This design comes from an exercise in tuning for small area on the open sky130 flow, not from production work. In this exercise RTL edits were held to simulation tests only and were not proved equivalent to the original. No activity file was given, so power comes from the tool's default toggle rates. The clock port is modelled as an ideal driver; clocking choices that lean on that would not hold on a real chip.

==> design.v <==
package cnn_pkg;
    localparam int IMG_DIM     = 6;
    localparam int KER_DIM     = 3;
    localparam int NUM_KERNELS = 2;
    localparam int MAP_DIM     = IMG_DIM - KER_DIM + 1;
    localparam int NUM_FEATURES = NUM_KERNELS * (MAP_DIM / 2) * (MAP_DIM / 2);
    localparam int NUM_CLASSES  = 4;
    localparam int CONV_WEIGHTS  = NUM_KERNELS * KER_DIM * KER_DIM;
    localparam int TOTAL_WEIGHTS = CONV_WEIGHTS + NUM_CLASSES * NUM_FEATURES;
    localparam int WADDR_W       = $clog2(TOTAL_WEIGHTS);
    typedef logic signed [7:0]  pixel_t;
    typedef logic signed [31:0] acc_t;
    typedef struct packed {
        logic               valid;
        logic [WADDR_W-1:0] addr;
    } wt_req_t;
    typedef struct packed {
        logic [$clog2(NUM_KERNELS)-1:0] kernel;
        logic [$clog2(MAP_DIM)-1:0]     row;
        logic [$clog2(MAP_DIM)-1:0]     col;
        acc_t                           sum;
    } map_px_t;
    typedef pixel_t [NUM_FEATURES-1:0] feature_vec_t;
    typedef enum logic [1:0] {
        C_IDLE,
        C_LOAD,
        C_COMPUTE,
        C_EMIT
    } conv_state_t;
    typedef enum logic [1:0] {
        F_IDLE,
        F_COMPUTE,
        F_OUTPUT
    } fc_state_t;
endpackage
`timescale 1ns/1ps
module cnn_top
#(
    parameter int RELU_SHIFT = 4
)
(
    input  logic            clk,
    input  logic            resetn,
    input  logic            weight_tvalid,
    output logic            weight_tready,
    input  cnn_pkg::pixel_t weight_tdata,
    input  logic            image_tvalid,
    output logic            image_tready,
    input  cnn_pkg::pixel_t image_tdata,
    output logic            result_tvalid,
    input  logic            result_tready,
    output cnn_pkg::acc_t   result_tdata,
    output logic            result_tlast
);
    localparam logic [2:0] S_IN  = 3'd0;    
    localparam logic [2:0] S_W   = 3'd1;    
    localparam logic [2:0] S_P   = 3'd2;    
    localparam logic [2:0] S_RW  = 3'd3;    
    localparam logic [2:0] S_RT  = 3'd4;    
    localparam logic [2:0] S_PL  = 3'd5;    
    localparam logic [2:0] S_OUT = 3'd6;    
    logic [399:0]       wring;
    logic [119:0]       pring;
    logic [55:0]        fring;
    logic signed [18:0] acc;
    logic [5:0] c;        
    logic [2:0] pf;       
    logic [3:0] pa;       
    logic [5:0] wt;       
    logic       loaded;
    logic [2:0] st;
    logic       fcm;      
    logic       k;
    logic [2:0] p;        
    logic [1:0] j;
    logic [2:0] R, C;     
    logic [2:0] s;        
    assign wt = {k, j, p};
    logic [7:0] w49, px14;
    logic [6:0] f7;
    assign w49  = wring[399:392];
    assign px14 = pring[119:112];
    assign f7   = fring[55:49];
    logic wfire;
    assign weight_tready = !loaded && (c == wt);
    assign wfire         = weight_tvalid && weight_tready;
    logic [7:0] w_in;
    always_comb
    begin
        if (wfire)
            w_in = weight_tdata;
        else if (st == S_RT)
            w_in = {w49[6:0], w49[7]};
        else
            w_in = w49;
    end
    logic ifire;
    assign image_tready = loaded && (st == S_IN) && (pa == 4'd0);
    assign ifire        = image_tvalid && image_tready;
    logic [2:0] nR, nC;
    always_comb
    begin
        if (C == 3'd5)
        begin
            nC = 3'd0;
            nR = (R == 3'd5) ? 3'd0 : R + 3'd1;
        end
        else
        begin
            nC = C + 3'd1;
            nR = R;
        end
    end
    logic       tap;
    logic [1:0] kr;
    always_comb
    begin
        tap = 1'b0;
        kr  = 2'd0;
        case (pa)
            4'd0, 4'd1, 4'd2:    begin tap = 1'b1; kr = 2'd0; end
            4'd6, 4'd7, 4'd8:    begin tap = 1'b1; kr = 2'd1; end
            4'd12, 4'd13, 4'd14: begin tap = 1'b1; kr = 2'd2; end
            default:             begin tap = 1'b0; kr = 2'd0; end
        endcase
    end
    logic [3:0] sel;
    logic [10:0] tapbits;
    assign sel = {1'b0, s} + ((kr == 2'd1) ? 4'd3 : (kr == 2'd2) ? 4'd6 : 4'd0);
    genvar g;
    generate
        for (g = 0; g < 11; g++)
        begin : g_tap
            assign tapbits[g] = wring[8*g+7];
        end
    endgenerate
    logic wbit;
    assign wbit = fcm ? wring[7] : tapbits[sel];
    logic mac, first, neg, add;
    assign mac   = (st == S_P) && (fcm || tap);
    assign first = (st == S_P) && (fcm ? (pf == 3'd0) : (pa == 4'd0));
    assign neg   = (p == 3'd0);
    assign add   = mac && wbit;
    logic [7:0]  op;
    logic [18:0] opx, tx, base;
    assign op   = fcm ? {1'b0, f7} : px14;
    assign opx  = {{11{op[7]}}, op};
    assign tx   = add ? (neg ? ~opx : opx) : 19'd0;
    assign base = first ? (neg ? 19'd0 : {acc[17:0], 1'b0}) : acc;
    logic [6:0] q;
    always_comb
    begin
        if (acc[18])
            q = 7'd0;
        else if (|acc[17:RELU_SHIFT+7])
            q = 7'd127;
        else
            q = acc[RELU_SHIFT+6:RELU_SHIFT];
    end
    logic [2:0] f;
    logic       pfirst, pwr;
    assign f      = {k, R[2], C[2]};
    assign pfirst = !R[0] && !C[0];
    assign pwr    = (st == S_PL) && (pf == f) && (pfirst || q > f7);
    logic conv_go, fc_go;
    assign conv_go = (pa == 4'd14) && (k ? (c >= 6'd23 && c <= 6'd27) : (c >= 6'd14 && c <= 6'd18));
    assign fc_go   = (pf == 3'd7) && (c == {1'b1, j, 3'b000});
    logic [18:0] acc_sum;
    logic [19:0] acc_cy;
    always_comb
    begin
        acc_cy[0] = add && neg;
        for (int i = 0; i < 19; i++)
        begin
            acc_sum[i]  = base[i] ^ tx[i] ^ acc_cy[i];
            acc_cy[i+1] = (base[i] & tx[i]) | (acc_cy[i] & (base[i] ^ tx[i]));
        end
    end
    always_ff @(posedge clk)
    begin
        wring <= {wring[391:0], w_in};
        pring <= {pring[111:0], ifire ? image_tdata : px14};
        fring <= {fring[48:0], pwr ? q : f7};
        acc   <= acc_sum;
        if (st == S_W && conv_go)
            s <= c[2:0] + (k ? 3'd1 : 3'd2);
    end
    always_ff @(posedge clk or negedge resetn)
    begin
        if (!resetn)
        begin
            c      <= 6'd14;
            pf     <= 3'd1;
            pa     <= 4'd0;
            loaded <= 1'b0;
            st     <= S_IN;
            fcm    <= 1'b0;
            k      <= 1'b0;
            j      <= 2'd1;
            p      <= 3'd6;
            R      <= 3'd5;
            C      <= 3'd5;
        end
        else
        begin
            c  <= (&c) ? 6'd14 : c + 6'd1;
            pf <= pf + 3'd1;
            pa <= (ifire || pa == 4'd14) ? 4'd0 : pa + 4'd1;
            if (wfire)
            begin
                {k, j, p} <= wt + 6'd1;
                if (&wt)
                    loaded <= 1'b1;
            end
            case (st)
                S_IN:
                begin
                    if (ifire)
                    begin
                        R <= nR;
                        C <= nC;
                        if ((nR >= 3'd2) && (nC >= 3'd2))
                            st <= S_W;
                    end
                end
                S_W:
                begin
                    if (fcm ? fc_go : conv_go)
                        st <= S_P;
                end
                S_P:
                begin
                    if (fcm ? (pf == 3'd7) : (pa == 4'd14))
                    begin
                        p  <= p + 3'd1;
                        st <= S_RW;
                    end
                end
                S_RW:
                begin
                    if (&c)
                        st <= S_RT;
                end
                S_RT:
                begin
                    if (&c)
                        st <= (p != 3'd0) ? S_W : (fcm ? S_OUT : S_PL);
                end
                S_PL:
                begin
                    if (pf == f)
                    begin
                        k <= !k;
                        if (!k)
                            st <= S_W;
                        else if (R == 3'd5 && C == 3'd5)
                        begin
                            fcm <= 1'b1;
                            st  <= S_W;
                        end
                        else
                            st <= S_IN;
                    end
                end
                S_OUT:
                begin
                    if (result_tready)
                    begin
                        j <= j + 2'd1;
                        if (j == 2'd3)
                        begin
                            fcm <= 1'b0;
                            st  <= S_IN;
                        end
                        else
                            st <= S_W;
                    end
                end
                default:
                    st <= S_IN;
            endcase
        end
    end
    assign result_tvalid = (st == S_OUT);
    assign result_tdata  = {{13{acc[18]}}, acc};
    assign result_tlast  = (j == 2'd3);
endmodule
==> run.sh <==
#!/bin/bash
# synth_recipe.tcl (not shown) runs the flow's synth.tcl, then flattens the netlist and writes it again
# the make line also repeats each setting of config.mk as NAME=value (left out here)
make -C /OpenROAD-flow-scripts/flow DESIGN_CONFIG=/design/flow/config.mk WORK_HOME=/design/flow/orfs CLKGATE_MAP_FILE= SYNTH_SCRIPT=/design/flow/synth_recipe.tcl finish
==> config.mk <==
export PLATFORM = sky130hd
export DESIGN_NAME = cnn_top
export DESIGN_NICKNAME = cnn_top
export VERILOG_FILES = /design/flow/design.v
export SDC_FILE = /design/flow/constraint.sdc
export NUM_CORES = 4
export LEC_CHECK = 0
export CAP_MARGIN = 20
export CORE_MARGIN = 2
export CORE_UTILIZATION = 80
export CTS_BUF_LIST = sky130_fd_sc_hd__clkbuf_8 sky130_fd_sc_hd__clkbuf_16
export CTS_CLUSTER_DIAMETER = 100
export CTS_CLUSTER_SIZE = 40
export SLEW_MARGIN = 20
==> constraint.sdc <==
create_clock -name core_clock -period 11.0 [get_ports {clk}]
set_input_delay 2.2000 -clock core_clock [delete_from_list [all_inputs] [get_ports {clk}]]
set_output_delay 2.2000 -clock core_clock [all_outputs]
set_load 0.01 [all_outputs]
==> flow_summary.yaml, run 1 <==
synth:
  synth_top_area_share_pct: 74.9
  ys_ff_latch: 628
  avgSynthCellArea_um2: 15.1
  synthCells: 1054
  yosysMostFrequentCell: "dfxtp_1"
  synth_flop_cell: "dfxtp_1"
  ys_seq_area_share_pct: 80.3
  yosys_warnings: 1
  syn_area_um2: 15900
  async_flop_share_pct: 4.78
  synth-edff-count: 3
  synth_top_area_cell: "dfxtp_1"
  ys_top_cells_by_count: "595 x dfxtp_1, 54 x inv_1, 36 x a21oi_1"
  syn-num-nets: 1121
  synth_cell_types: 67
  synthTopCellsByArea: "dfxtp_1 75%, dfrtp_1 3.0%, fa_1 2.5%"
place:
  io_buffers: 56
  hpwl_um: 19000
  gp_congestion: 0.819
cts:
  holdBufCountCts: 0
  cts_buffers: 19
  cts_htree_levels: 1
  cts_buffer_depth: 3
  clock_sinks: 628
  root_buffer: "clkbuf_16"
global_route:
  grt_max_degree: 42
  antenna_found_initial: 4
run_status:
  lastStage: "5_1_grt"
  error: "[ERROR DPL-0033] detailed placement checks failed during check placement."
  status: "aborted with a tool error"
floorplan:
  die_w_um: 145
  row_count: 51
  io_pins: 57
  dieHeight_um: 145
  floorplan.initialDensity_pct: 81.7
sta:
  worstEndpointType: "register input"
  postGrtWorstEndpoint: "acc[18]$_DFF_P_/D"
==> worst max path at each step <==
stage	endpoint	depth (start not counted)	slack, ns
after CTS	acc[18]$_DFF_P_	37	0.02
after global placement	acc[18]$_DFF_P_	35	0.69
after detailed placement	acc[18]$_DFF_P_	35	-0.04
after floorplan	acc[18]$_DFF_P_	36	1.01
==> through the flow <==
step                      setup slack (ns)  area [um^2]  std cells
after global placement               0.692        16600       1343
after detailed placement           -0.0436        16600       1343
after CTS                           0.0224        17200       1374
after floorplan                       1.01        15900       1054
==> cells by family after synthesis <==
logic type               after synthesis  share of synthesized area (%)
AND/OR/NAND/NOR                      134                           4.57
flip-flops                           628                           80.3
buffers and inverters                 91                           2.64
AO/OA/AOI/OAI                         88                           3.56
adder cells (fa/ha/maj)               46                           4.57
XOR/XNOR                              31                           1.71
multiplexers                          36                           2.63
==> power by group through the flow <==
stage | registers [mW] | clock network, mW | logic (mW)
after global placement | 2.34 | 0 | 0.0254
after CTS | 2.29 | 0.951 | 0.0293
after floorplan | 2.34 | 0 | 0.0128
after detailed placement | 2.34 | 0 | 0.0276
==> repair_timing <==
item | 4_1_cts
setup buffers | 7
hold endpoints to repair | 0
endpoints found under the setup margin | 2
pin swaps | 3
resized for setup | 12
==> run 2, diff against run 1 <==
==> flow/run.sh (new file) <==
#!/bin/bash
# The standard layout (standard.sh) with three changes:
#  - synthesis maps logic with an area-oriented ABC script (flow/my_synth.tcl);
#  - port buffers are buf_1 cells;
#  - clock tree synthesis inserts no dummy loads.
set -euo pipefail
here=$PWD
bash standard.sh SYNTH_SCRIPT=$here/flow/my_synth.tcl synth > synth.log 2>&1
export BUFFER_PORTS_ARGS="-buffer_cell sky130_fd_sc_hd__buf_1"
export CTS_ARGS="-sink_clustering_enable -repair_clock_nets -dont_use_dummy_load -sink_clustering_size 36 -sink_clustering_max_diameter 80 -buf_list {sky130_fd_sc_hd__clkbuf_8 sky130_fd_sc_hd__clkbuf_16}"
bash standard.sh > layout.log 2>&1
==> flow/area.abc (new file) <==
strash
 &get -n
 &fraig -x
 &put
 scorr
 dc2
 dretime
 strash
 &get -n
 &dch -f
 &nf -R 1000
 &put
==> flow/my_synth.tcl (new file) <==
# The standard synthesis script (synth_recipe.tcl) with two changes that only
# affect combinational mapping: no full-adder extraction, and an area-oriented
# ABC script (area.abc beside this file) in place of ORFS's speed script.
# Flip-flop mapping, flattening and renaming are unchanged.
set ::area_abc_script [file join [file dirname [file normalize [info script]]] area.abc]
proc abc {args} {
  set i [lsearch -exact $args -script]
  if {$i >= 0} { lset args [expr {$i + 1}] $::area_abc_script }
  yosys abc {*}$args
}
proc extract_fa {args} {}
proc synth {args} { yosys synth -nofsm -noshare {*}$args }
source $::env(SCRIPTS_DIR)/synth.tcl
# left out here: clear keep_hierarchy, flatten, clean up, hide names made inside functions, write 1_2_yosys.v
==> standard.sh (new file) <==
#!/bin/bash
# synth_recipe.tcl (not shown) runs the flow's synth.tcl, then flattens the netlist and writes it again
# the make line also repeats each setting of config.mk as NAME=value (left out here)
make -C /OpenROAD-flow-scripts/flow DESIGN_CONFIG=/design/flow/config.mk WORK_HOME=/design/flow/orfs CLKGATE_MAP_FILE= SYNTH_SCRIPT=/design/flow/synth_recipe.tcl "${@:-finish}"
--- a/config.mk
+++ b/config.mk
@@ -7,8 +7,8 @@
 export LEC_CHECK = 0
 export CAP_MARGIN = 20
 export CORE_MARGIN = 2
-export CORE_UTILIZATION = 80
+export CORE_UTILIZATION = 65
 export CTS_BUF_LIST = sky130_fd_sc_hd__clkbuf_8 sky130_fd_sc_hd__clkbuf_16
 export CTS_CLUSTER_DIAMETER = 100
-export CTS_CLUSTER_SIZE = 40
+export CTS_CLUSTER_SIZE = 30
 export SLEW_MARGIN = 20
removed: run.sh
==> run 2 against run 1 <==
  * Now clean on timing, DRC and antenna
  * Synthesized cell count increased by 3.3%
  * Area after synthesis decreased by 3.4%
==> flow_summary.yaml, run 2 <==
run_status:
  status: "complete, no violations"
synth:
  synth_top_area_cell: "dfxtp_1"
  synth_cell_types: 42
  yosys_warnings: 1
  ys_seq_area_share_pct: 83.1
  avgSynthCellArea_um2: 14.1
  synthCells: 1089
  synthTopCellsByArea: "dfxtp_1 78%, dfrtp_1 3.1%, a21oi_1 2.0%"
  synth-edff-count: 3
  async_flop_share_pct: 4.78
  yosysMostFrequentCell: "dfxtp_1"
  synth_top_area_share_pct: 77.6
  syn-num-nets: 1110
  ys_ff_latch: 628
  syn_area_um2: 15400
  synth_flop_cell: "dfxtp_1"
  ys_top_cells_by_count: "595 x dfxtp_1, 82 x nor2_1, 73 x nand2_1"
routing:
  vias: 7078
  routedWlPerCell_um: 13.9
  avgViaCountPerCell: 4.79
  postRouteAntennaNets: 0
  routed_wl_um: 20500
  drt-initial-drc-count: 466
  first_pass_iters: 4
  drc: 0
setup_path:
  worstSetupPathType: "flop to flop"
  critPathMostFrequentCell: "o21a_1"
  cp_data_arrival_time_ns: 7.73
  endpoint_kind: "flop"
  r2r_slack_ns: 3.65
  cp.required_ns: 11.38
  startpoint_type: "flop"
  path_max_fanout: 36
  crit_start: "pa[1]$_DFF_PN0_"
  critPathMaxStageDelay_ns: 0.47
  r2r_start: "pa[1]$_DFF_PN0_"
  slowest_stage: "dfrtp_1"
sta:
  grt_setup_unrepaired: "false"
  finalCritPeriodShare_pct: 66.8
  finClkSkew_ns: 0.0627
  max_freq_mhz: 136
  setup_viol: 0
  worst_pin_slew_ns: 1.08
  relSlewSlack_pct: 27.9
  slew_violations: 0
  hold_viol: 0
  fin_setup_tns_ns: 0
  period_needed_ns: 7.35
cts:
  cts_tree: "done"
  cts_buffers: 21
  cts_buffer_depth: 3
  cts_htree_levels: 1
  root_buffer: "clkbuf_16"
  cts_resized: 0
  holdBufCountCts: 0
  cts_setup_buffers: 0
  clk_latency_ns: 0.55
  clkSlewWorstSetupHoldPaths_ns: 0.12
  clock_sinks: 628
power_and_ir_drop:
  p_leak_nw: 6.54
  finalPower_mw: 3.22
  p_per_area_nw_per_um2: 196
  irDropWorstVdd_uv: 179
floorplan:
  row_count: 56
  core-area_um2: 23300
  die_w_um: 158
  io_pins: 57
  die_area_um2: 24900
  dieHeight_um: 158
  floorplan.initialDensity_pct: 65.8
flow_run:
  maxCapViolations: 0
finish:
  utilization_pct: 70.5
  largest_reg_flops: 400
  nets: 1181
  area_growth_syn_to_layout_pct: 7.06
  final_cell_mix: "595 x dfxtp_1, 82 x nor2_1, 73 x nand2_1"
  fillers: 1619
  final_common_cell: "dfxtp_1"
  reg.largest.list: "wring (400), pring (120), fring (56)"
  drive_above_1_share_pct: 3.37
  n_antenna_cell: 0
  regMostFlops: "wring"
global_route:
  antenna_found_initial: 0
  grt_pass1_vias: 6665
  grt_usage_pct: 16.7
  overflow: 0
  grt_max_degree: 38
  grt_pass1_wl_um: 33100
place:
  io_buffers: 56
  hpwl_um: 12600
  gp_congestion: 0.804
worst_hold_path:
  min_path_type: "flop to flop"
  hp-start: "pring[103]$_DFF_P_"
-- run 2: path summary, 6_finish.rpt --
kind	end	cells past startpoint
min	pring[111]$_DFF_P_	0
min reg2reg	pring[111]$_DFF_P_	0
max	acc[18]$_DFF_P_	33
min in group asynchronous	pa[1]$_DFF_PN0_	2
max reg2reg	acc[18]$_DFF_P_	33
max in group asynchronous	pf[0]$_DFF_PN1_	2
-- run 2: metrics by stage --
stage	instances	worst slack [ns]	hold slack [ns]	area (um^2)
floorplan	1089	3.72	0.310	15400
global placement	1456	4.14	0.310	15900
detailed placement	1456	3.81	0.312	15900
CTS	1477	3.69	0.306	16400
global route	1477	3.15	0.304	16400
finish	1477	3.65	0.307	16400
-- run 2: layout make-up --
class | instances | area [um^2] | area share [%]
clock buffers | 21 | 526 | 3.20
multi-input cells | 435 | 2450 | 14.9
repair buffers | 61 | 248 | 1.51
flip-flops and latches | 628 | 12800 | 77.6
inverters | 13 | 48.8 | 0.297
well taps | 319 | 399 | 2.43
-- run 2: report_power, final --
part | internal, mW | switching, mW | total (mW)
Sequential | 2.28 | 0 | 2.28
Combinational | 0.00187 | 0.00359 | 0.00546
Clock | 0.349 | 0.592 | 0.941
-- run 2: cells by family after synthesis --
family | count (synthesis) | synth area share [%]
adder cells (fa/ha/maj) | 2 | 0.130
flip-flops | 628 | 83.1
AND/OR/NAND/NOR | 234 | 6.84
AO/OA/AOI/OAI | 137 | 5.27
XOR/XNOR | 44 | 2.51
multiplexers | 18 | 1.17
buffers and inverters | 26 | 0.953
-- run 2: layer usage --
metal / GRT usage (%) / routed length (um) / vias to the layer above
met4: 4.24 / 387 / 0
met3: 2.35 / 660 / 29
met1: 26.5 / 11100 / 3278
met2: 24.3 / 8360 / 84
li1: - / - / 3687
met5: 0 / 0 / -
-- run 2: critical path: cells and delay by family, from the launching register on --
family,cells,cell delay [ns]
buf+inv,1,0.33
simple gates,6,0.99
compound gates,24,4.85
xor+xnor,2,0.52
flops,1,0.47
==> run 3, diff against run 2 <==
==> flow/run.sh (replaced) <==
#!/bin/bash
# The standard layout (standard.sh) with three changes:
#  - synthesis maps logic with an area-oriented ABC script (flow/my_synth.tcl);
#  - port buffers are buf_1 cells;
#  - clock tree synthesis inserts no dummy loads.
set -euo pipefail
here=$PWD
bash standard.sh SYNTH_SCRIPT=$here/flow/my_synth.tcl synth > synth.log 2>&1
export BUFFER_PORTS_ARGS="-buffer_cell sky130_fd_sc_hd__buf_1"
export CTS_ARGS="-sink_clustering_enable -repair_clock_nets -dont_use_dummy_load -sink_clustering_size 18 -sink_clustering_max_diameter 60 -buf_list {sky130_fd_sc_hd__clkbuf_8 sky130_fd_sc_hd__clkbuf_16} -root_buf sky130_fd_sc_hd__clkbuf_16 -sink_clustering_buffer sky130_fd_sc_hd__clkbuf_8"
bash standard.sh > layout.log 2>&1
==> run 3 against run 2 <==
  * Still clean on timing, DRC and antenna
  * Final cell count is 1.4% higher
  * Wire length rose by 0.14%
  * Sequential power is essentially flat
  * Utilization up 0.47 points
  * Clock skew increased by 0.0090 ns
  * Die area unchanged
  * Register-to-register slack gained 0.04 ns
  * First-iteration DRC count down 18%
  * Clock power grew 5.8%
  * Hold slack got worse by 0.021 ns
  * Synthesized cell count stayed put
  * Flip-flop and latch count unchanged
  * Largest cell class unchanged
  * Highest routed layer unchanged
==> flow_summary.yaml, run 3 <==
run_status:
  status: "complete, no violations"
cts:
  cts_buffer_depth: 3
  root_buffer: "clkbuf_16"
  cts_buffers: 42
  clkSlewWorstSetupHoldPaths_ns: 0.10
  clock_sinks: 628
  cts_setup_buffers: 0
  clk_latency_ns: 0.51
  cts_htree_levels: 2
  holdBufCountCts: 0
  cts_tree: "done"
  cts_resized: 0
setup_path:
  endpoint_kind: "flop"
  cp_data_arrival_time_ns: 7.67
  critPathMostFrequentCell: "o21a_1"
  slowest_stage: "dfrtp_1"
  cp.required_ns: 11.36
  critPathMaxStageDelay_ns: 0.46
  startpoint_type: "flop"
  path_max_fanout: 36
  worstSetupPathType: "flop to flop"
power_and_ir_drop:
  p_per_area_nw_per_um2: 198
  p_leak_nw: 6.61
  finalPower_mw: 3.28
  irDropWorstVdd_uv: 182
global_route:
  antenna_found_initial: 0
  overflow: 0
  grt_usage_pct: 17.0
  grt_max_degree: 38
  grt_pass1_wl_um: 33400
  grt_pass1_vias: 6830
routing:
  postRouteAntennaNets: 0
  vias: 7211
  drt-initial-drc-count: 380
  avgViaCountPerCell: 4.81
  first_pass_iters: 4
  routedWlPerCell_um: 13.7
  routed_wl_um: 20500
  drc: 0
synth:
  synth_flop_cell: "dfxtp_1"
  async_flop_share_pct: 4.78
  ys_seq_area_share_pct: 83.1
  syn-num-nets: 1110
  avgSynthCellArea_um2: 14.1
  ys_top_cells_by_count: "595 x dfxtp_1, 82 x nor2_1, 73 x nand2_1"
  synthCells: 1089
  yosys_warnings: 1
  synth_top_area_share_pct: 77.6
  synth-edff-count: 3
  ys_ff_latch: 628
  synth_top_area_cell: "dfxtp_1"
  synthTopCellsByArea: "dfxtp_1 78%, dfrtp_1 3.1%, a21oi_1 2.0%"
  yosysMostFrequentCell: "dfxtp_1"
  syn_area_um2: 15400
  synth_cell_types: 42
floorplan:
  core-area_um2: 23300
  io_pins: 57
  floorplan.initialDensity_pct: 65.8
  die_w_um: 158
  die_area_um2: 24900
  dieHeight_um: 158
  row_count: 56
sta:
  finalCritPeriodShare_pct: 66.4
  grt_setup_unrepaired: "false"
  setup_viol: 0
  period_needed_ns: 7.31
  worst_pin_slew_ns: 1.05
  relSlewSlack_pct: 29.6
  slew_violations: 0
  setup_ws_ns: 3.69
  hold_viol: 0
  fin_setup_tns_ns: 0
  max_freq_mhz: 137
  finClkSkew_ns: 0.0717
place:
  place_ws_ns: 3.81
  hpwl_um: 12600
  io_buffers: 56
  gp_congestion: 0.804
finish:
  area_growth_syn_to_layout_pct: 7.76
  final_common_cell: "dfxtp_1"
  drive_above_1_share_pct: 5.09
  final_cell_mix: "595 x dfxtp_1, 82 x nor2_1, 73 x nand2_1"
  reg.largest.list: "wring (400), pring (120), fring (56)"
  nets: 1202
  n_antenna_cell: 0
  largest_reg_flops: 400
  regMostFlops: "wring"
flow_run:
  maxCapViolations: 0
worst_hold_path:
  min_path_type: "flop to flop"
==> run 3: cells by family after synthesis <==
logic type	Yosys count	synth area share [%]
xor+xnor	44	2.51
mux	18	1.17
compound gates	137	5.27
buf+inv	26	0.953
simple gates	234	6.84
fa+ha+maj	2	0.130
flops	628	83.1
==> run 3: final timing paths <==
kind | to | startpoint | cells after the start | slack, ns
hold reg to reg | wring[375]$_DFF_P_ | wring[367]$_DFF_P_ | 0 | 0.29
hold / removal | wring[375]$_DFF_P_ | wring[367]$_DFF_P_ | 0 | 0.29
setup reg to reg | acc[18]$_DFF_P_ | pa[1]$_DFF_PN0_ | 33 | 3.69
max in group asynchronous | k$_DFF_PN0_ | resetn | 2 | 8.98
min in group asynchronous | st[1]$_DFFE_PN0P_ | resetn | 2 | 1.69
setup / recovery | acc[18]$_DFF_P_ | pa[1]$_DFF_PN0_ | 33 | 3.69
==> run 3: through the flow <==
stage / cell area, um^2 / util, % / cells / hold WS [ns]
final: 16500 / 70.9 / 1498 / 0.286
after global routing: 16500 / 70.9 / 1498 / 0.288
after detailed placement: 15900 / 68.2 / 1456 / 0.312
after global placement: 15900 / 68.2 / 1456 / 0.310
after floorplan: 15400 / - / 1089 / 0.310
after CTS: 16500 / 70.9 / 1498 / 0.279
==> run 3: area by class of cell <==
type	instances	area [um^2]
sequential	628	12800
fill	1608	6780
multi-input combinational	435	2450
clock buffer	42	634
tap	319	399
timing repair buffer	61	248
inverter	13	48.8
==> run 3: critical path, delay by kind of cell (launching register included) <==
kind            cells  cell delay (ns)
compound gates     24             4.88
simple gates        6             0.99
xor+xnor            2             0.51
flops               1             0.46
buf+inv             1             0.34
==> run 3: power by group <==
group,internal (mW),leakage [nW],switching [mW]
registers,2.28,5.17,0
logic,0.00187,1.12,0.00369
clock network,0.387,0.328,0.609
==> run 3: metal layers <==
layer | share of wire (%) | track usage, % | up-vias
met5 | 0 | 0 | -
met4 | 2.2 | 5.80 | 0
met3 | 3.8 | 3.28 | 36
met2 | 40 | 24.0 | 115
met1 | 54 | 26.3 | 3321
li1 | - | - | 3739
==> run 4, diff against run 3 <==
==> flow/run.sh (replaced) <==
#!/bin/bash
# The standard layout (standard.sh) with three changes:
#  - synthesis maps logic with an area-oriented ABC script (flow/my_synth.tcl);
#  - port buffers are buf_1 cells;
#  - clock tree synthesis inserts no dummy loads.
set -euo pipefail
here=$PWD
bash standard.sh SYNTH_SCRIPT=$here/flow/my_synth.tcl synth > synth.log 2>&1
export BUFFER_PORTS_ARGS="-buffer_cell sky130_fd_sc_hd__buf_1"
export CTS_ARGS="-sink_clustering_enable -repair_clock_nets -dont_use_dummy_load -sink_clustering_size 30 -sink_clustering_max_diameter 100 -buf_list {sky130_fd_sc_hd__clkbuf_8 sky130_fd_sc_hd__clkbuf_16}"
bash standard.sh > layout.log 2>&1
==> run 4 against run 3 <==
  * First-iteration DRC count rose by 16%
  * Critical path depth unchanged
  * Area after synthesis is the same
  * Register-to-register slack better by 0.04 ns
  * Die area did not move
  * Flip-flop and latch count unchanged
  * Setup slack improved by 0.041 ns
  * Critical endpoint unchanged
  * Largest cell class unchanged
==> flow_summary.yaml, run 4 <==
setup_path:
  r2r_slack_ns: 3.73
  path_max_fanout: 36
  critPathMaxStageDelay_ns: 0.46
  critPathMostFrequentCell: "o21a_1"
  endpoint_kind: "flop"
  startpoint_type: "flop"
  slowest_stage: "dfrtp_1"
  cp_data_arrival_time_ns: 7.68
  reg2reg_depth: 33
  r2r_start: "pa[1]$_DFF_PN0_"
  cp.required_ns: 11.41
  crit_start: "pa[1]$_DFF_PN0_"
  endpoint: "acc[18]$_DFF_P_"
  worst_r2r_endpoint: "acc[18]$_DFF_P_"
  worstSetupPathType: "flop to flop"
cts:
  cts_tree: "done"
  clock_sinks: 628
  cts_buffers: 24
  cts_buffer_depth: 3
  clkSlewWorstSetupHoldPaths_ns: 0.11
  cts_setup_buffers: 0
  holdBufCountCts: 0
  root_buffer: "clkbuf_16"
  cts_resized: 0
  clk_latency_ns: 0.57
  cts_htree_levels: 1
routing:
  routedWlPerCell_um: 14.5
  routed_wl_um: 21400
  drc: 0
  postRouteAntennaNets: 0
  vias: 7149
  avgViaCountPerCell: 4.83
  drt-initial-drc-count: 439
  first_pass_iters: 4
synth:
  synthAdderAreaFrac_pct: 0.130
  yosysMostFrequentCell: "dfxtp_1"
  ys_seq_area_share_pct: 83.1
  synth_top_area_cell: "dfxtp_1"
  synthMuxAreaShare_pct: 1.17
  synth_flop_cell: "dfxtp_1"
  ys_top_cells_by_count: "595 x dfxtp_1, 82 x nor2_1, 73 x nand2_1"
  synthSimpleGateAreaFrac_pct: 6.84
  avgSynthCellArea_um2: 14.1
  synth-edff-count: 3
  synth_cell_types: 42
  syn_area_um2: 15400
  syn-num-nets: 1110
  yosys_warnings: 1
  synth_top_area_share_pct: 77.6
  async_flop_share_pct: 4.78
  synthCells: 1089
  synth_compound_area_share_pct: 5.27
  synth-xor-area-share_pct: 2.51
  synthTopCellsByArea: "dfxtp_1 78%, dfrtp_1 3.1%, a21oi_1 2.0%"
  synth_top_family_by_area: "simple AND/OR/NAND/NOR gates"
  ys_ff_latch: 628
finish:
  n_antenna_cell: 0
  regMostFlops: "wring"
  final_common_cell: "dfxtp_1"
  final_cell_mix: "595 x dfxtp_1, 82 x nor2_1, 73 x nand2_1"
  finalNonFillerCells: 1480
  drive_above_1_share_pct: 3.62
  reg.largest.list: "wring (400), pring (120), fring (56)"
  utilization_pct: 70.8
  area_growth_syn_to_layout_pct: 7.54
  stdcell_area_um2: 16500
  nets: 1184
  largest_reg_flops: 400
floorplan:
  die_area_um2: 24900
  core-area_um2: 23300
  die_w_um: 158
  floorplan.initialDensity_pct: 65.8
  io_pins: 57
  row_count: 56
  dieHeight_um: 158
worst_hold_path:
  holdPathStages: 0
  min_path_type: "flop to flop"
power_and_ir_drop:
  finalPower_mw: 3.28
  p_switching_mw: 0.606
  p_leak_nw: 6.58
  seqPwrFrac_pct: 69.4
  switching_share_pct: 18.5
  comb_power_share_pct: 0.2
  irDropWorstVdd_uv: 203
  p_int_mw: 2.67
  clockPowerShare_pct: 30.4
  p_per_area_nw_per_um2: 198
sta:
  relSlewSlack_pct: 27.5
  period_needed_ns: 7.27
  setup_viol: 0
  finalCritPeriodShare_pct: 66.1
  hold_viol: 0
  worst_pin_slew_ns: 1.08
  finClkSkew_ns: 0.0592
  grt_setup_unrepaired: "false"
  max_freq_mhz: 138
  slew_violations: 0
  fin_setup_tns_ns: 0
run_status:
  status: "complete, no violations"
place:
  hpwl_um: 12600
  io_buffers: 56
  placedCellCount: 1456
  gp_congestion: 0.804
  placed_cell_area_um2: 15900
global_route:
  overflow: 0
  grt_pass1_wl_um: 34300
  grt_usage_pct: 17.5
  antenna_found_initial: 0
  grt_pass1_vias: 6748
  grt_max_degree: 38
flow_run:
  maxCapViolations: 0
## run 4: cell counts after synthesis
Identical to the previous run, type by type.
## run 4: critical path: cells and delay by family (launching register included)
| family | cells | cell delay [ns] |
|---|---|---|
| AO/OA/AOI/OAI | 24 | 4.86 |
| buffers and inverters | 1 | 0.33 |
| XOR/XNOR | 2 | 0.51 |
| AND/OR/NAND/NOR | 6 | 1.01 |
| flip-flops | 1 | 0.46 |
## run 4: layout make-up
cell class	instances	area, um^2
multi-input cells	435	2450
inverters	13	48.8
clock buffers	24	601
repair buffers	61	248
flip-flops and latches	628	12800
well taps	319	399
fillers	1608	6820
## run 4: cells by family after synthesis
group / after synthesis
xor+xnor: 44
simple gates: 234
flops: 628
buf+inv: 26
compound gates: 137
mux: 18
fa+ha+maj: 2
## run 4: metal layers
metal,track usage [%],up-vias,share of wire [%]
met5,0,-,0
met2,26.1,106,43
li1,-,3705,-
met4,3.51,0,1.8
met3,2.57,30,3.7
met1,27.4,3308,52
## run 4: worst min-delay path by stage
stage | slack, ns | startpoint | endpoint
CTS | 0.28 | wring[381]$_DFF_P_ | wring[389]$_DFF_P_
global route | 0.30 | wring[387]$_DFF_P_ | wring[395]$_DFF_P_
global placement | 0.31 | pring[51]$_DFF_P_ | pring[59]$_DFF_P_
detailed placement | 0.31 | wring[280]$_DFF_P_ | wring[288]$_DFF_P_
floorplan | 0.31 | fring[3]$_DFF_P_ | fring[10]$_DFF_P_
finish | 0.29 | wring[387]$_DFF_P_ | wring[395]$_DFF_P_
## run 4: power groups by stage
stage | clock (mW) | sequential, mW | combinational (mW)
floorplan | 0 | 2.33 | 0.0000652
global placement | 0 | 2.33 | 0.00570
detailed placement | 0 | 2.33 | 0.00568
CTS | 1.03 | 2.28 | 0.00572
global route | 1.10 | 2.28 | 0.00631
finish | 0.996 | 2.28 | 0.00548
## run 4: stage by stage
step | hold slack, ns | worst slack, ns
floorplan | 0.310 | 3.72
global placement | 0.310 | 4.14
detailed placement | 0.312 | 3.81
CTS | 0.279 | 3.77
global route | 0.301 | 3.23
finish | 0.293 | 3.73
==> run 5, diff against run 4 <==
--- a/design.v
+++ b/design.v
@@ -88,7 +88,7 @@
     always_comb
     begin
         if (wfire)
-            w_in = weight_tdata;
+            w_in = {weight_tdata[0], weight_tdata[7:1]};
         else if (st == S_RT)
             w_in = {w49[6:0], w49[7]};
         else
@@ -136,17 +136,18 @@
     endgenerate
     logic wbit;
     assign wbit = fcm ? wring[7] : tapbits[sel];
-    logic mac, first, neg, add;
+    logic mac, first, neg, add, dbl;
     assign mac   = (st == S_P) && (fcm || tap);
     assign first = (st == S_P) && (fcm ? (pf == 3'd0) : (pa == 4'd0));
     assign neg   = (p == 3'd0);
     assign add   = mac && wbit;
+    assign dbl   = first || (st == S_RT && neg);
     logic [7:0]  op;
     logic [18:0] opx, tx, base;
     assign op   = fcm ? {1'b0, f7} : px14;
     assign opx  = {{11{op[7]}}, op};
     assign tx   = add ? (neg ? ~opx : opx) : 19'd0;
-    assign base = first ? (neg ? 19'd0 : {acc[17:0], 1'b0}) : acc;
+    assign base = dbl ? {acc[17:0], 1'b0} : acc;
     logic [6:0] q;
     always_comb
     begin
@@ -220,7 +221,7 @@
                         R <= nR;
                         C <= nC;
                         if ((nR >= 3'd2) && (nC >= 3'd2))
-                            st <= S_W;
+                            st <= S_RW;
                     end
                 end
                 S_W:
@@ -233,7 +234,7 @@
                     if (fcm ? (pf == 3'd7) : (pa == 4'd14))
                     begin
                         p  <= p + 3'd1;
-                        st <= S_RW;
+                        st <= (p == 3'd7) ? (fcm ? S_OUT : S_PL) : S_RW;
                     end
                 end
                 S_RW:
@@ -244,7 +245,7 @@
                 S_RT:
                 begin
                     if (&c)
-                        st <= (p != 3'd0) ? S_W : (fcm ? S_OUT : S_PL);
+                        st <= S_W;
                 end
                 S_PL:
                 begin
@@ -252,11 +253,11 @@
                     begin
                         k <= !k;
                         if (!k)
-                            st <= S_W;
+                            st <= S_RW;
                         else if (R == 3'd5 && C == 3'd5)
                         begin
                             fcm <= 1'b1;
-                            st  <= S_W;
+                            st  <= S_RW;
                         end
                         else
                             st <= S_IN;
@@ -273,7 +274,7 @@
                             st  <= S_IN;
                         end
                         else
-                            st <= S_W;
+                            st <= S_RW;
                     end
                 end
                 default:
==> flow/run.sh (replaced) <==
#!/bin/bash
# The standard layout (standard.sh) with three changes:
#  - synthesis maps logic with an area-oriented ABC script (flow/my_synth.tcl);
#  - port buffers are buf_1 cells;
#  - clock tree synthesis inserts no dummy loads.
set -euo pipefail
here=$PWD
bash standard.sh SYNTH_SCRIPT=$here/flow/my_synth.tcl synth > synth.log 2>&1
export BUFFER_PORTS_ARGS="-buffer_cell sky130_fd_sc_hd__buf_1"
export CTS_ARGS="-sink_clustering_enable -repair_clock_nets -dont_use_dummy_load -sink_clustering_size 36 -sink_clustering_max_diameter 80 -buf_list {sky130_fd_sc_hd__clkbuf_8 sky130_fd_sc_hd__clkbuf_16}"
bash standard.sh > layout.log 2>&1
==> flow/area.abc (replaced) <==
strash
 &get -n
 &fraig -x
 &put
 scorr
 dc2
 dretime
 strash
 dch -f
 amap -m -F 8 -A 16
 topo
==> config.mk (replaced) <==
export PLATFORM = sky130hd
export DESIGN_NAME = cnn_top
export DESIGN_NICKNAME = cnn_top
export VERILOG_FILES = /design/flow/design.v
export SDC_FILE = /design/flow/constraint.sdc
export NUM_CORES = 4
export LEC_CHECK = 0
export CAP_MARGIN = 20
export CORE_MARGIN = 2
export CORE_UTILIZATION = 70
export SLEW_MARGIN = 20
==> run 5 against run 4 <==
  * Sequential share of layout area grew 2.3 points
  * Register-to-register slack worse by 0.08 ns
  * Hold slack better by 0.014 ns
  * Setup slack lost 0.085 ns
  * Total power up 25%
  * Sequential power rose by 9.6%
  * Area after synthesis down 2.2%
  * Die area fell by 8.9%
  * Flip-flop and latch count unchanged
  * Via count down 1.0%
  * Final cell count decreased by 4.9%
  * Wire length decreased by 4.7%
==> flow_summary.yaml, run 5 <==
cts:
  cts_htree_levels: 1
  clk_latency_ns: 0.54
  cts_tree: "done"
  cts_buffer_depth: 3
  cts_setup_buffers: 0
  cts_buffers: 21
  root_buffer: "clkbuf_16"
  cts_resized: 0
  clkSlewWorstSetupHoldPaths_ns: 0.12
  clock_sinks: 628
  holdBufCountCts: 0
finish:
  regMostFlops: "wring"
  nets: 1155
  largest_reg_flops: 400
  n_antenna_cell: 0
  reg.largest.list: "wring (400), pring (120), fring (56)"
  drive_above_1_share_pct: 3.18
  fillers: 1271
  area_growth_syn_to_layout_pct: 6.74
  final_common_cell: "dfxtp_1"
  final_cell_mix: "595 x dfxtp_1, 85 x nor2_1, 58 x nand2_1"
  multi_input_area_um2: 1980
  layout.area.seq_um2: 12800
floorplan:
  core-area_um2: 21000
  dieHeight_um: 151
  die_area_um2: 22700
  floorplan.initialDensity_pct: 71.5
  row_count: 53
  io_pins: 57
  die_w_um: 151
setup_path:
  crit_buf_inv: 4
  critPathMostFrequentCell: "nor2_1"
  critPathTopFamily: "simple AND/OR/NAND/NOR gates"
  critPathMaxStageDelay_ns: 0.43
  worst_r2r_endpoint: "acc[18]$_DFF_P_"
  r2r_slack_ns: 3.65
  slowest_stage: "dfrtp_1"
  worstSetupPathType: "flop to flop"
  cp_data_arrival_time_ns: 7.75
  startpoint_type: "flop"
  cp.required_ns: 11.40
  r2r_start: "pa[0]$_DFF_PN0_"
  endpoint_kind: "flop"
  path_max_fanout: 8
  reg2reg_depth: 55
sta:
  period_needed_ns: 7.35
  relSlewSlack_pct: 45.2
  hold_viol: 0
  max_freq_mhz: 136
  fin_setup_tns_ns: 0
  setup_viol: 0
  finClkSkew_ns: 0.0392
  slew_violations: 0
  grt_setup_unrepaired: "false"
  finalCritPeriodShare_pct: 66.8
  worst_pin_slew_ns: 0.819
place:
  hpwl_um: 12700
  io_buffers: 56
  gp_congestion: 0.839
synth:
  syn_area_um2: 15000
  synth_top_area_share_pct: 79.3
  synth_flop_cell: "dfxtp_1"
  synthCells: 1065
  yosysMostFrequentCell: "dfxtp_1"
  ys_top_cells_by_count: "595 x dfxtp_1, 85 x nor2_1, 58 x nand2_1"
  ys_seq_area_share_pct: 85.0
  synth_top_area_cell: "dfxtp_1"
  synthTopCellsByArea: "dfxtp_1 79%, dfrtp_1 3.2%, nor2_1 2.1%"
  ys_ff_latch: 628
  avgSynthCellArea_um2: 14.1
  yosys_warnings: 1
  syn-num-nets: 1086
  async_flop_share_pct: 4.78
  synth_cell_types: 37
  synth-edff-count: 3
worst_hold_path:
  holdPathStages: 0
  hp-start: "fring[0]$_DFF_P_"
  min_path_type: "flop to flop"
  hold_end: "fring[7]$_DFF_P_"
routing:
  drc: 0
  postRouteAntennaNets: 0
  first_pass_iters: 5
  routedWlPerCell_um: 14.5
  avgViaCountPerCell: 5.03
  drt-initial-drc-count: 422
  routed_wl_um: 20400
  vias: 7074
power_and_ir_drop:
  finalPower_mw: 4.10
  irDropWorstVdd_uv: 181
  p_leak_nw: 6.30
  p_per_area_nw_per_um2: 256
run_status:
  status: "complete, no violations"
global_route:
  grt_pass1_wl_um: 32800
  overflow: 0
  grt_pass1_vias: 6650
  antenna_found_initial: 0
  grt_usage_pct: 18.3
  grt_max_degree: 37
flow_run:
  maxCapViolations: 0
## run 5: cell types whose count changed in the layout (fill, tap and decap cells not counted), moves of 15 or more
cell and delta:
o22ai_1 +42, clkinv_1 +38, xnor2_1 -27, a21oi_1 -23
o21ai_0 +21, and3_1 -19, mux2i_1 -18, xor2_1 -17
nand2_1 -15
## run 5: report_power, final
part | switching (mW) | internal [mW] | leakage (nW)
Combinational | 0.414 | 0.255 | 0.866
Clock | 0.584 | 0.349 | 0.259
Sequential | 0.0949 | 2.40 | 5.18
Total | 1.09 | 3.01 | 6.30
## run 5: how the worst max path moves through the flow
stage | from | depth (start not counted) | to
floorplan | pa[1]$_DFF_PN0_ | 52 | acc[18]$_DFF_P_
global placement | pa[1]$_DFF_PN0_ | 52 | acc[18]$_DFF_P_
detailed placement | pa[0]$_DFF_PN0_ | 55 | acc[18]$_DFF_P_
CTS | pa[0]$_DFF_PN0_ | 55 | acc[18]$_DFF_P_
global route | pa[0]$_DFF_PN0_ | 55 | acc[18]$_DFF_P_
finish | pa[0]$_DFF_PN0_ | 55 | acc[18]$_DFF_P_
## run 5: cells by family (layout without fill, tap and decap cells)
kind of cell | after synthesis | after routing | synth area share [%]
AO/OA/AOI/OAI | 201 | 201 | 8.52
AND/OR/NAND/NOR | 172 | 172 | 4.60
flip-flops | 628 | 628 | 85.0
buffers and inverters | 64 | 131 | 1.92
## run 5: area by class of cell
class                           count  area share (%)
Timing Repair Buffer               59            1.45
Multi-Input combinational cell    373            12.3
Clock buffer                       21            3.28
Tap cell                          275            2.15
Sequential cell                   628            79.6
Inverter                           51            1.19
## run 5: stage by stage
stage	instances	setup WS [ns]	utilization (%)	area [um^2]	hold WS (ns)
floorplan	1065	4.61	-	15000	0.310
global placement	1386	4.13	73.8	15500	0.310
detailed placement	1386	3.81	73.8	15500	0.312
CTS	1407	3.71	76.3	16000	0.306
global route	1407	2.53	76.3	16000	0.310
finish	1407	3.65	76.3	16000	0.307
## run 5: routing by layer
layer / routed length, um / part of all wire (%) / GRT usage, % / vias up
li1: - / - / - / 3667
met1: 10500 / 51 / 27.7 / 3255
met2: 8730 / 43 / 28.0 / 121
met3: 781 / 3.8 / 3.15 / 31
met4: 401 / 2.0 / 4.39 / 0
met5: 0 / 0 / 0 / -
==> run 6, diff against run 5 <==
--- a/config.mk
+++ b/config.mk
@@ -8,4 +8,5 @@
 export CAP_MARGIN = 20
 export CORE_MARGIN = 2
 export CORE_UTILIZATION = 70
+export PLACE_DENSITY = 0.85
 export SLEW_MARGIN = 20
==> run 6 against run 5 <==
  * Final cell count is the same
  * Die area unchanged
  * Setup slack worse by 0.43 ns
  * Clock power increased by 1%
  * Combinational power rose by 5.4%
  * Synthesized cell count is the same
  * Via count up 5.9%
  * Total power is 1.3% higher
  * Hold slack worse by 0.0064 ns
  * Largest power group unchanged
==> flow_summary.yaml, run 6 <==
synth:
  ys_seq_area_share_pct: 85.0
  yosys_warnings: 1
  synth_compound_area_share_pct: 8.52
  synth-edff-count: 3
  syn_area_um2: 15000
  ys_ff_latch: 628
  synth-xor-area-share_pct: 0
  synth_cell_types: 37
  synth_top_family_by_area: "compound AO/OA/AOI/OAI gates"
  async_flop_share_pct: 4.78
  ys_top_cells_by_count: "595 x dfxtp_1, 85 x nor2_1, 58 x nand2_1"
  synthAdderAreaFrac_pct: 0
  syn-num-nets: 1086
  synthMuxAreaShare_pct: 0
  synth_flop_cell: "dfxtp_1"
  synth_top_area_cell: "dfxtp_1"
  yosysMostFrequentCell: "dfxtp_1"
  avgSynthCellArea_um2: 14.1
  synth_top_area_share_pct: 79.3
  synthTopCellsByArea: "dfxtp_1 79%, dfrtp_1 3.2%, nor2_1 2.1%"
  synthSimpleGateAreaFrac_pct: 4.60
  synthCells: 1065
routing:
  postRouteAntennaNets: 0
  routed_wl_um: 23200
  drt-initial-drc-count: 570
  drc: 0
  vias: 7488
  avgViaCountPerCell: 5.32
  first_pass_iters: 5
  routedWlPerCell_um: 16.5
finish:
  fillers: 1203
  layout.area.seq_um2: 12800
  reg.largest.list: "wring (400), pring (120), fring (56)"
  final_cell_mix: "595 x dfxtp_1, 85 x nor2_1, 58 x nand2_1"
  drive_above_1_share_pct: 3.18
  n_antenna_cell: 0
  area_growth_syn_to_layout_pct: 6.74
  nets: 1155
  regMostFlops: "wring"
  final_common_cell: "dfxtp_1"
  largest_reg_flops: 400
  stdcell_area_um2: 16000
  multi_input_area_um2: 1980
setup_path:
  critPathMostFrequentCell: "nor2_1"
  critPathMaxStageDelay_ns: 0.46
  startpoint_type: "flop"
  slowest_stage: "dfrtp_1"
  reg2reg_depth: 52
  worstSetupPathType: "flop to flop"
  cp_data_arrival_time_ns: 8.21
  r2r_start: "pa[0]$_DFF_PN0_"
  cp.required_ns: 11.43
  worst_r2r_endpoint: "acc[18]$_DFF_P_"
  endpoint: "acc[18]$_DFF_P_"
  path_max_fanout: 8
  crit_start: "pa[0]$_DFF_PN0_"
  endpoint_kind: "flop"
  r2r_slack_ns: 3.22
floorplan:
  die_area_um2: 22700
  floorplan.initialDensity_pct: 71.5
  io_pins: 57
  dieHeight_um: 151
  row_count: 53
  die_w_um: 151
  core-area_um2: 21000
place:
  gp_congestion: 0.853
  hpwl_um: 14900
  placed_cell_area_um2: 15500
  io_buffers: 56
power_and_ir_drop:
  p_per_area_nw_per_um2: 259
  p_leak_nw: 6.30
  irDropWorstVdd_uv: 198
cts:
  cts_resized: 0
  clkSlewWorstSetupHoldPaths_ns: 0.12
  clk_latency_ns: 0.54
  holdBufCountCts: 0
  cts_htree_levels: 1
  cts_setup_buffers: 0
  cts_buffer_depth: 3
  cts_tree: "done"
  root_buffer: "clkbuf_16"
  clock_sinks: 628
  cts_buffers: 21
global_route:
  overflow: 0
  grt_pass1_vias: 7411
  grt_usage_pct: 20.9
  antenna_found_initial: 0
  grt_pass1_wl_um: 37300
  grt_max_degree: 37
sta:
  max_freq_mhz: 129
  setup_viol: 0
  period_needed_ns: 7.78
  grt_setup_unrepaired: "false"
  finalCritPeriodShare_pct: 70.7
  relSlewSlack_pct: 15.3
  finClkSkew_ns: 0.0450
  hold_viol: 0
  slew_violations: 0
  worst_pin_slew_ns: 1.24
  fin_setup_tns_ns: 0
worst_hold_path:
  min_path_type: "flop to flop"
flow_run:
  maxCapViolations: 0
run_status:
  status: "complete, no violations"
## run 6: cell count changes in the layout (fill, tap and decap cells not counted)
cell / delta
a2111oi_0: +1
a2111oi_1: -1
## run 6: final cells by class
| class | count | share of cell area [%] |
|---|---|---|
| timing repair buffer | 59 | 1.45 |
| sequential | 628 | 79.6 |
| clock buffer | 21 | 3.28 |
| tap | 275 | 2.15 |
| inverter | 51 | 1.19 |
| multi-input combinational | 373 | 12.3 |
## run 6: routing by layer
metal  track usage, %  wire length, um
met5                0                0
met1             28.7            10600
met4             6.32              690
met3             3.36             1060
met2             34.8            10900
## run 6: worst max-delay path, delay by kind of cell, from the launching register on
family	cells	cell delay, ns
flops	1	0.46
compound gates	9	1.86
simple gates	41	4.77
buf+inv	2	0.58
## run 6: kinds of logic after synthesis
group	Yosys count
DFF	628
buffers and inverters	64
AOI/OAI and AO/OA	201
and+or+nand+nor	172
## run 6: through the flow
stage | std cells | total power, mW | util (%) | hold slack [ns] | worst slack (ns)
6_report | 1407 | 4.16 | 76.3 | 0.301 | 3.22
5_1_grt | 1407 | 4.34 | 76.3 | 0.314 | 2.26
2_1_floorplan | 1065 | 3.07 | - | 0.310 | 4.61
3_3_place_gp | 1386 | 3.18 | 73.8 | 0.310 | 4.15
4_1_cts | 1407 | 4.15 | 76.3 | 0.303 | 3.47
3_5_place_dp | 1386 | 3.23 | 73.8 | 0.312 | 3.59
## run 6: power by group
part | leakage [nW] | switching [mW] | internal [mW]
logic | 0.866 | 0.450 | 0.255
clock network | 0.259 | 0.594 | 0.349
registers | 5.18 | 0.103 | 2.41
total | 6.30 | 1.15 | 3.01
## run 6: how the worst min path moves through the flow
stage,depth (start not counted),endpoint,start
2_1_floorplan,0,fring[10]$_DFF_P_,fring[3]$_DFF_P_
3_3_place_gp,0,pring[97]$_DFF_P_,pring[89]$_DFF_P_
3_5_place_dp,0,wring[333]$_DFF_P_,wring[325]$_DFF_P_
4_1_cts,0,fring[32]$_DFF_P_,fring[25]$_DFF_P_
5_1_grt,0,fring[42]$_DFF_P_,fring[35]$_DFF_P_
6_report,0,fring[32]$_DFF_P_,fring[25]$_DFF_P_
==> run 7, diff against run 6 <==
==> flow/run.sh (replaced) <==
#!/bin/bash
# The standard layout (standard.sh) with three changes:
#  - synthesis maps logic with an area-oriented ABC script (flow/my_synth.tcl);
#  - port buffers are buf_1 cells;
#  - clock tree synthesis inserts no dummy loads.
set -euo pipefail
here=$PWD
bash standard.sh SYNTH_SCRIPT=$here/flow/my_synth.tcl synth > synth.log 2>&1
export BUFFER_PORTS_ARGS="-buffer_cell sky130_fd_sc_hd__buf_1"
export CTS_ARGS="-sink_clustering_enable -repair_clock_nets -dont_use_dummy_load -sink_clustering_size 30 -sink_clustering_max_diameter 60 -buf_list {sky130_fd_sc_hd__clkbuf_8 sky130_fd_sc_hd__clkbuf_16}"
bash standard.sh > layout.log 2>&1
--- a/config.mk
+++ b/config.mk
@@ -8,5 +8,4 @@
 export CAP_MARGIN = 20
 export CORE_MARGIN = 2
 export CORE_UTILIZATION = 70
-export PLACE_DENSITY = 0.85
 export SLEW_MARGIN = 20
==> run 7 against run 6 <==
  * Fmax up 6.2%
  * Via count fell by 4.7%
  * Sequential share of layout area fell by 0.74 points
  * Hold slack worse by 0.0081 ns
  * Clock skew up 0.0047 ns
  * Critical path depth rose by 3
  * Combinational power decreased by 5.1%
  * Utilization rose by 0.72 points
  * First-iteration DRC count is 42% lower
  * Clock power increased by 11%
  * Setup slack improved by 0.45 ns
  * Still clean on timing, DRC and antenna
==> flow_summary.yaml, run 7 <==
run_status:
  status: "complete, no violations"
finish:
  n_antenna_cell: 0
  multi_input_area_um2: 1980
  largest_reg_flops: 400
  area_growth_syn_to_layout_pct: 7.74
  final_cell_mix: "595 x dfxtp_1, 85 x nor2_1, 58 x nand2_1"
  fillers: 1237
  nets: 1161
  reg.largest.list: "wring (400), pring (120), fring (56)"
  finalNonFillerCells: 1413
  layout.area.seq_um2: 12800
  drive_above_1_share_pct: 3.69
  regMostFlops: "wring"
  final_common_cell: "dfxtp_1"
worst_hold_path:
  hp-start: "fring[17]$_DFF_P_"
  holdPathStages: 0
  hold_end: "fring[24]$_DFF_P_"
  min_path_type: "flop to flop"
power_and_ir_drop:
  switching_share_pct: 26.6
  p_int_mw: 3.10
  seqPwrFrac_pct: 59.3
  comb_power_share_pct: 15.9
  clockPowerShare_pct: 24.8
  p_switching_mw: 1.12
  irDropWorstVdd_uv: 215
  p_per_area_nw_per_um2: 261
  finalPower_mw: 4.22
  p_leak_nw: 6.38
floorplan:
  die_w_um: 151
  floorplan.initialDensity_pct: 71.5
  core-area_um2: 21000
  io_pins: 57
  die_area_um2: 22700
  dieHeight_um: 151
  row_count: 53
sta:
  finalCritPeriodShare_pct: 66.6
  finClkSkew_ns: 0.0496
  fin_setup_tns_ns: 0
  grt_setup_unrepaired: "false"
  slew_violations: 0
  hold_viol: 0
  setup_viol: 0
  max_freq_mhz: 136
  worst_pin_slew_ns: 0.822
  relSlewSlack_pct: 45.1
  period_needed_ns: 7.33
routing:
  postRouteAntennaNets: 0
  drt-initial-drc-count: 328
  vias: 7139
  first_pass_iters: 5
  avgViaCountPerCell: 5.05
  drc: 0
  routedWlPerCell_um: 15.0
  routed_wl_um: 21200
global_route:
  grt_pass1_wl_um: 34200
  grt_pass1_vias: 6932
  antenna_found_initial: 0
  grt_usage_pct: 19.1
  grt_max_degree: 31
  overflow: 0
cts:
  clk_latency_ns: 0.56
  cts_htree_levels: 1
  cts_setup_buffers: 0
  cts_buffers: 27
  cts_tree: "done"
  cts_buffer_depth: 3
  root_buffer: "clkbuf_16"
  cts_resized: 0
  holdBufCountCts: 0
  clkSlewWorstSetupHoldPaths_ns: 0.10
  clock_sinks: 628
synth:
  synth_top_area_share_pct: 79.3
  synth-edff-count: 3
  synthTopCellsByArea: "dfxtp_1 79%, dfrtp_1 3.2%, nor2_1 2.1%"
  syn-num-nets: 1086
  synth_cell_types: 37
  ys_top_cells_by_count: "595 x dfxtp_1, 85 x nor2_1, 58 x nand2_1"
  avgSynthCellArea_um2: 14.1
  syn_area_um2: 15000
  synthCells: 1065
  yosysMostFrequentCell: "dfxtp_1"
  ys_ff_latch: 628
  yosys_warnings: 1
  synth_top_area_cell: "dfxtp_1"
  ys_seq_area_share_pct: 85.0
  synth_flop_cell: "dfxtp_1"
  async_flop_share_pct: 4.78
setup_path:
  worstSetupPathType: "flop to flop"
  reg2reg_depth: 55
  slowest_stage: "dfrtp_1"
  r2r_start: "pa[0]$_DFF_PN0_"
  cp_data_arrival_time_ns: 7.72
  r2r_slack_ns: 3.67
  critPathMostFrequentCell: "nor2_1"
  endpoint_kind: "flop"
  startpoint_type: "flop"
  path_max_fanout: 8
  worst_r2r_endpoint: "acc[18]$_DFF_P_"
  critPathMaxStageDelay_ns: 0.43
  cp.required_ns: 11.39
place:
  hpwl_um: 12700
  io_buffers: 56
  placedCellCount: 1386
  gp_congestion: 0.839
flow_run:
  maxCapViolations: 0
==> run 7: layer usage <==
| layer | part of all wire [%] | vias to the layer above | track usage [%] |
|---|---|---|---|
| met5 | 0 | - | 0 |
| met4 | 1.8 | 0 | 4.86 |
| met3 | 3.9 | 36 | 3.15 |
| met2 | 45 | 129 | 30.2 |
| met1 | 50 | 3291 | 27.9 |
| li1 | - | 3683 | - |
==> run 7: how the worst max path moves through the flow <==
stage	end	cells after the start	slack, ns	from
2_1_floorplan	acc[18]$_DFF_P_	52	4.61	pa[1]$_DFF_PN0_
3_3_place_gp	acc[18]$_DFF_P_	52	4.13	pa[1]$_DFF_PN0_
3_5_place_dp	acc[18]$_DFF_P_	55	3.81	pa[0]$_DFF_PN0_
4_1_cts	acc[18]$_DFF_P_	55	3.71	pa[0]$_DFF_PN0_
5_1_grt	acc[18]$_DFF_P_	55	2.52	pa[0]$_DFF_PN0_
6_report	acc[18]$_DFF_P_	55	3.67	pa[0]$_DFF_PN0_
==> run 7: worst max-delay path: cells and delay by family, from the launching register on <==
| family | cells | cell delay (ns) |
|---|---|---|
| AOI/OAI and AO/OA | 8 | 1.50 |
| buffers and inverters | 4 | 0.69 |
| DFF | 1 | 0.43 |
| and+or+nand+nor | 43 | 4.55 |
==> run 7: power by group through the flow <==
stage | Sequential [mW] | Combinational [mW] | Clock [mW]
final | 2.50 | 0.669 | 1.05
after global routing | 2.52 | 0.759 | 1.15
after CTS | 2.50 | 0.666 | 1.07
after detailed placement | 2.55 | 0.661 | 0
after global placement | 2.55 | 0.642 | 0
after floorplan | 2.54 | 0.526 | 0
==> run 7: kinds of logic (layout without fill, tap and decap cells) <==
| logic type | count (synthesis) | after routing | synth area share, % |
|---|---|---|---|
| simple gates | 172 | 172 | 4.60 |
| flops | 628 | 628 | 85.0 |
| buf+inv | 64 | 137 | 1.92 |
| compound gates | 201 | 201 | 8.52 |
==> run 7: cell type report <==
type	count	area share, %
clock buffers	27	4.17
well taps	275	2.13
inverters	51	1.18
multi-input cells	373	12.2
repair buffers	59	1.44
flip-flops and latches	628	78.9
==> run 7: metrics by stage <==
| stage | utilization [%] | setup slack, ns | instance area (um^2) | hold slack [ns] |
|---|---|---|---|---|
| 4_1_cts | 77.0 | 3.71 | 16200 | 0.295 |
| 3_5_place_dp | 73.8 | 3.81 | 15500 | 0.312 |
| 5_1_grt | 77.0 | 2.52 | 16200 | 0.306 |
| 2_1_floorplan | - | 4.61 | 15000 | 0.310 |
| 3_3_place_gp | 73.8 | 4.13 | 15500 | 0.310 |
| 6_report | 77.0 | 3.67 | 16200 | 0.293 |
==> run 8, diff against run 7 <==
==> flow/run.sh (replaced) <==
#!/bin/bash
# The standard layout (standard.sh) with three changes:
#  - synthesis maps logic with an area-oriented ABC script (flow/my_synth.tcl);
#  - port buffers are buf_1 cells;
#  - clock tree synthesis inserts no dummy loads.
set -euo pipefail
here=$PWD
bash standard.sh SYNTH_SCRIPT=$here/flow/my_synth.tcl synth > synth.log 2>&1
export BUFFER_PORTS_ARGS="-buffer_cell sky130_fd_sc_hd__buf_1"
export CTS_ARGS="-sink_clustering_enable -repair_clock_nets -dont_use_dummy_load -sink_clustering_size 32 -sink_clustering_max_diameter 80 -buf_list {sky130_fd_sc_hd__clkbuf_8 sky130_fd_sc_hd__clkbuf_16}"
bash standard.sh > layout.log 2>&1
--- a/config.mk
+++ b/config.mk
@@ -8,4 +8,5 @@
 export CAP_MARGIN = 20
 export CORE_MARGIN = 2
 export CORE_UTILIZATION = 70
+export PLACE_DENSITY = 0.85
 export SLEW_MARGIN = 20
==> run 8 against run 7 <==
  * Fmax fell by 5.9%
  * Combinational power rose by 5.4%
  * First-iteration DRC count rose by 79%
  * Clock power fell by 6%
  * Area after synthesis did not move
  * Wire length rose by 12%
  * Critical path depth fell by 3
  * Largest cell class unchanged
  * Largest power group unchanged
==> flow_summary.yaml, run 8 <==
run_status:
  status: "complete, no violations"
setup_path:
  cp.required_ns: 11.44
  endpoint_kind: "flop"
  cp_data_arrival_time_ns: 8.22
  reg2reg_depth: 52
  path_max_fanout: 8
  crit_buf_inv: 2
  r2r_slack_ns: 3.22
  critPathTopFamily: "simple AND/OR/NAND/NOR gates"
  startpoint_type: "flop"
  worst_r2r_endpoint: "acc[18]$_DFF_P_"
  slowest_stage: "nor3_1"
  critPathMostFrequentCell: "nor2_1"
  r2r_start: "pa[1]$_DFF_PN0_"
  worstSetupPathType: "flop to flop"
  critPathMaxStageDelay_ns: 0.49
sta:
  grt_setup_unrepaired: "false"
  period_needed_ns: 7.78
  max_freq_mhz: 128
  finClkSkew_ns: 0.0326
  finalCritPeriodShare_pct: 70.8
  worst_pin_slew_ns: 0.943
  slew_violations: 0
  fin_setup_tns_ns: 0
  hold_viol: 0
  relSlewSlack_pct: 35.5
  setup_viol: 0
global_route:
  overflow: 0
  grt_pass1_wl_um: 37600
  grt_pass1_vias: 7349
  grt_usage_pct: 21.3
  grt_max_degree: 33
  antenna_found_initial: 0
power_and_ir_drop:
  clockPowerShare_pct: 23.5
  switching_share_pct: 27.7
  p_per_area_nw_per_um2: 261
  p_switching_mw: 1.16
  p_leak_nw: 6.33
  irDropWorstVdd_uv: 195
  p_int_mw: 3.04
  comb_power_share_pct: 16.8
  seqPwrFrac_pct: 59.7
  finalPower_mw: 4.20
flow_run:
  maxCapViolations: 0
finish:
  n_antenna_cell: 0
  final_cell_mix: "595 x dfxtp_1, 85 x nor2_1, 58 x nand2_1"
  nets: 1157
  largest_reg_flops: 400
  stdcell_area_um2: 16100
  area_growth_syn_to_layout_pct: 7.08
  drive_above_1_share_pct: 3.35
  reg.largest.list: "wring (400), pring (120), fring (56)"
  final_common_cell: "dfxtp_1"
  regMostFlops: "wring"
routing:
  routed_wl_um: 23700
  vias: 7480
  drc: 0
  routedWlPerCell_um: 16.8
  avgViaCountPerCell: 5.31
  postRouteAntennaNets: 0
  drt-initial-drc-count: 588
  first_pass_iters: 5
synth:
  avgSynthCellArea_um2: 14.1
  async_flop_share_pct: 4.78
  synthAdderAreaFrac_pct: 0
  synth_compound_area_share_pct: 8.52
  ys_seq_area_share_pct: 85.0
  synth_top_area_cell: "dfxtp_1"
  ys_ff_latch: 628
  synthCells: 1065
  syn-num-nets: 1086
  syn_area_um2: 15000
  synthMuxAreaShare_pct: 0
  synth-edff-count: 3
  synthTopCellsByArea: "dfxtp_1 79%, dfrtp_1 3.2%, nor2_1 2.1%"
  synth_flop_cell: "dfxtp_1"
  synth-xor-area-share_pct: 0
  synth_cell_types: 37
  synth_top_area_share_pct: 79.3
  yosys_warnings: 1
  synthSimpleGateAreaFrac_pct: 4.60
  ys_top_cells_by_count: "595 x dfxtp_1, 85 x nor2_1, 58 x nand2_1"
  synth_top_family_by_area: "compound AO/OA/AOI/OAI gates"
  yosysMostFrequentCell: "dfxtp_1"
cts:
  root_buffer: "clkbuf_16"
  clkSlewWorstSetupHoldPaths_ns: 0.12
  cts_htree_levels: 1
  clock_sinks: 628
  cts_resized: 0
  cts_tree: "done"
  cts_buffers: 23
  holdBufCountCts: 0
  clk_latency_ns: 0.56
  cts_buffer_depth: 3
  cts_setup_buffers: 0
floorplan:
  core-area_um2: 21000
  die_w_um: 151
  floorplan.initialDensity_pct: 71.5
  die_area_um2: 22700
  row_count: 53
  io_pins: 57
  dieHeight_um: 151
worst_hold_path:
  hp-start: "wring[201]$_DFF_P_"
  hold_end: "wring[209]$_DFF_P_"
  min_path_type: "flop to flop"
  holdPathStages: 0
place:
  placed_cell_area_um2: 15500
  io_buffers: 56
  hpwl_um: 14900
  gp_congestion: 0.853
[run 8: power by group through the flow]
stage | Combinational, mW | Sequential [mW] | Clock, mW
6_report | 0.705 | 2.51 | 0.988
4_1_cts | 0.691 | 2.50 | 0.999
5_1_grt | 0.785 | 2.52 | 1.08
3_5_place_dp | 0.680 | 2.55 | 0
2_1_floorplan | 0.526 | 2.54 | 0
3_3_place_gp | 0.635 | 2.55 | 0
[run 8: area by class of cell]
| cell class | instances | area, um^2 |
|---|---|---|
| Multi-Input combinational cell | 373 | 1980 |
| Sequential cell | 628 | 12800 |
| Clock buffer | 23 | 576 |
| Timing Repair Buffer | 59 | 233 |
| Inverter | 51 | 191 |
| Fill cell | 1188 | 4930 |
| Tap cell | 275 | 344 |
[run 8: stage by stage]
| step | worst slack, ns | utilization (%) | std cells | hold WS (ns) |
|---|---|---|---|---|
| floorplan | 4.61 | - | 1065 | 0.310 |
| global placement | 4.15 | 73.8 | 1386 | 0.310 |
| detailed placement | 3.59 | 73.8 | 1386 | 0.312 |
| CTS | 3.40 | 76.5 | 1409 | 0.305 |
| global route | 2.16 | 76.5 | 1409 | 0.307 |
| finish | 3.22 | 76.5 | 1409 | 0.301 |
[run 8: logic make-up (layout without fill, tap and decap cells)]
family                 after synthesis  in the layout
AND/OR/NAND/NOR                    172            172
buffers and inverters               64            133
flip-flops                         628            628
AO/OA/AOI/OAI                      201            201
[run 8: per-layer routing]
layer / global-route usage [%] / routed length, um / vias up
met3: 2.91 / 1090 / 68
met5: 0 / 0 / -
met4: 5.94 / 621 / 0
met2: 36.3 / 11400 / 230
met1: 28.9 / 10600 / 3520
li1: - / - / 3662
[run 8: worst max-delay path by stage]
stage                            to  cells after the start       startpoint
floorplan           acc[18]$_DFF_P_                     52  pa[1]$_DFF_PN0_
global placement    acc[18]$_DFF_P_                     52  pa[1]$_DFF_PN0_
detailed placement  acc[18]$_DFF_P_                     52  pa[1]$_DFF_PN0_
CTS                 acc[18]$_DFF_P_                     52  pa[1]$_DFF_PN0_
global route        acc[18]$_DFF_P_                     52  pa[1]$_DFF_PN0_
finish              acc[18]$_DFF_P_                     52  pa[1]$_DFF_PN0_

[re-timing with driven ports]
In the flow no input, the clock included, has a driving cell. The finished layouts below were timed again as built, in two steps. Step 1: set_driving_cell puts a clkbuf_16 on clk and a buf_2 on each other input, an assumption about the parent block. Step 2 also shifts input and output timing later by t, the mid clock arrival at the registers, as if the neighbouring blocks saw the same clock. a / b / c = ideal ports / drivers / drivers and shift; a / b = the first two.
run	t (ns)	slack for setup (ns)
run 2	0.566	3.654 / 3.654 / 3.654
run 3	0.526	3.691 / 3.691 / 3.691
run 4	0.585	3.732 / 3.732 / 3.732
run 5	0.570	3.647 / 3.647 / 3.647
run 6	0.574	3.222 / 3.222 / 3.222
run 7	0.582	3.673 / 3.673 / 3.673
run 8	0.585	3.215 / 3.215 / 3.215
After both steps every run listed still meets setup and hold.
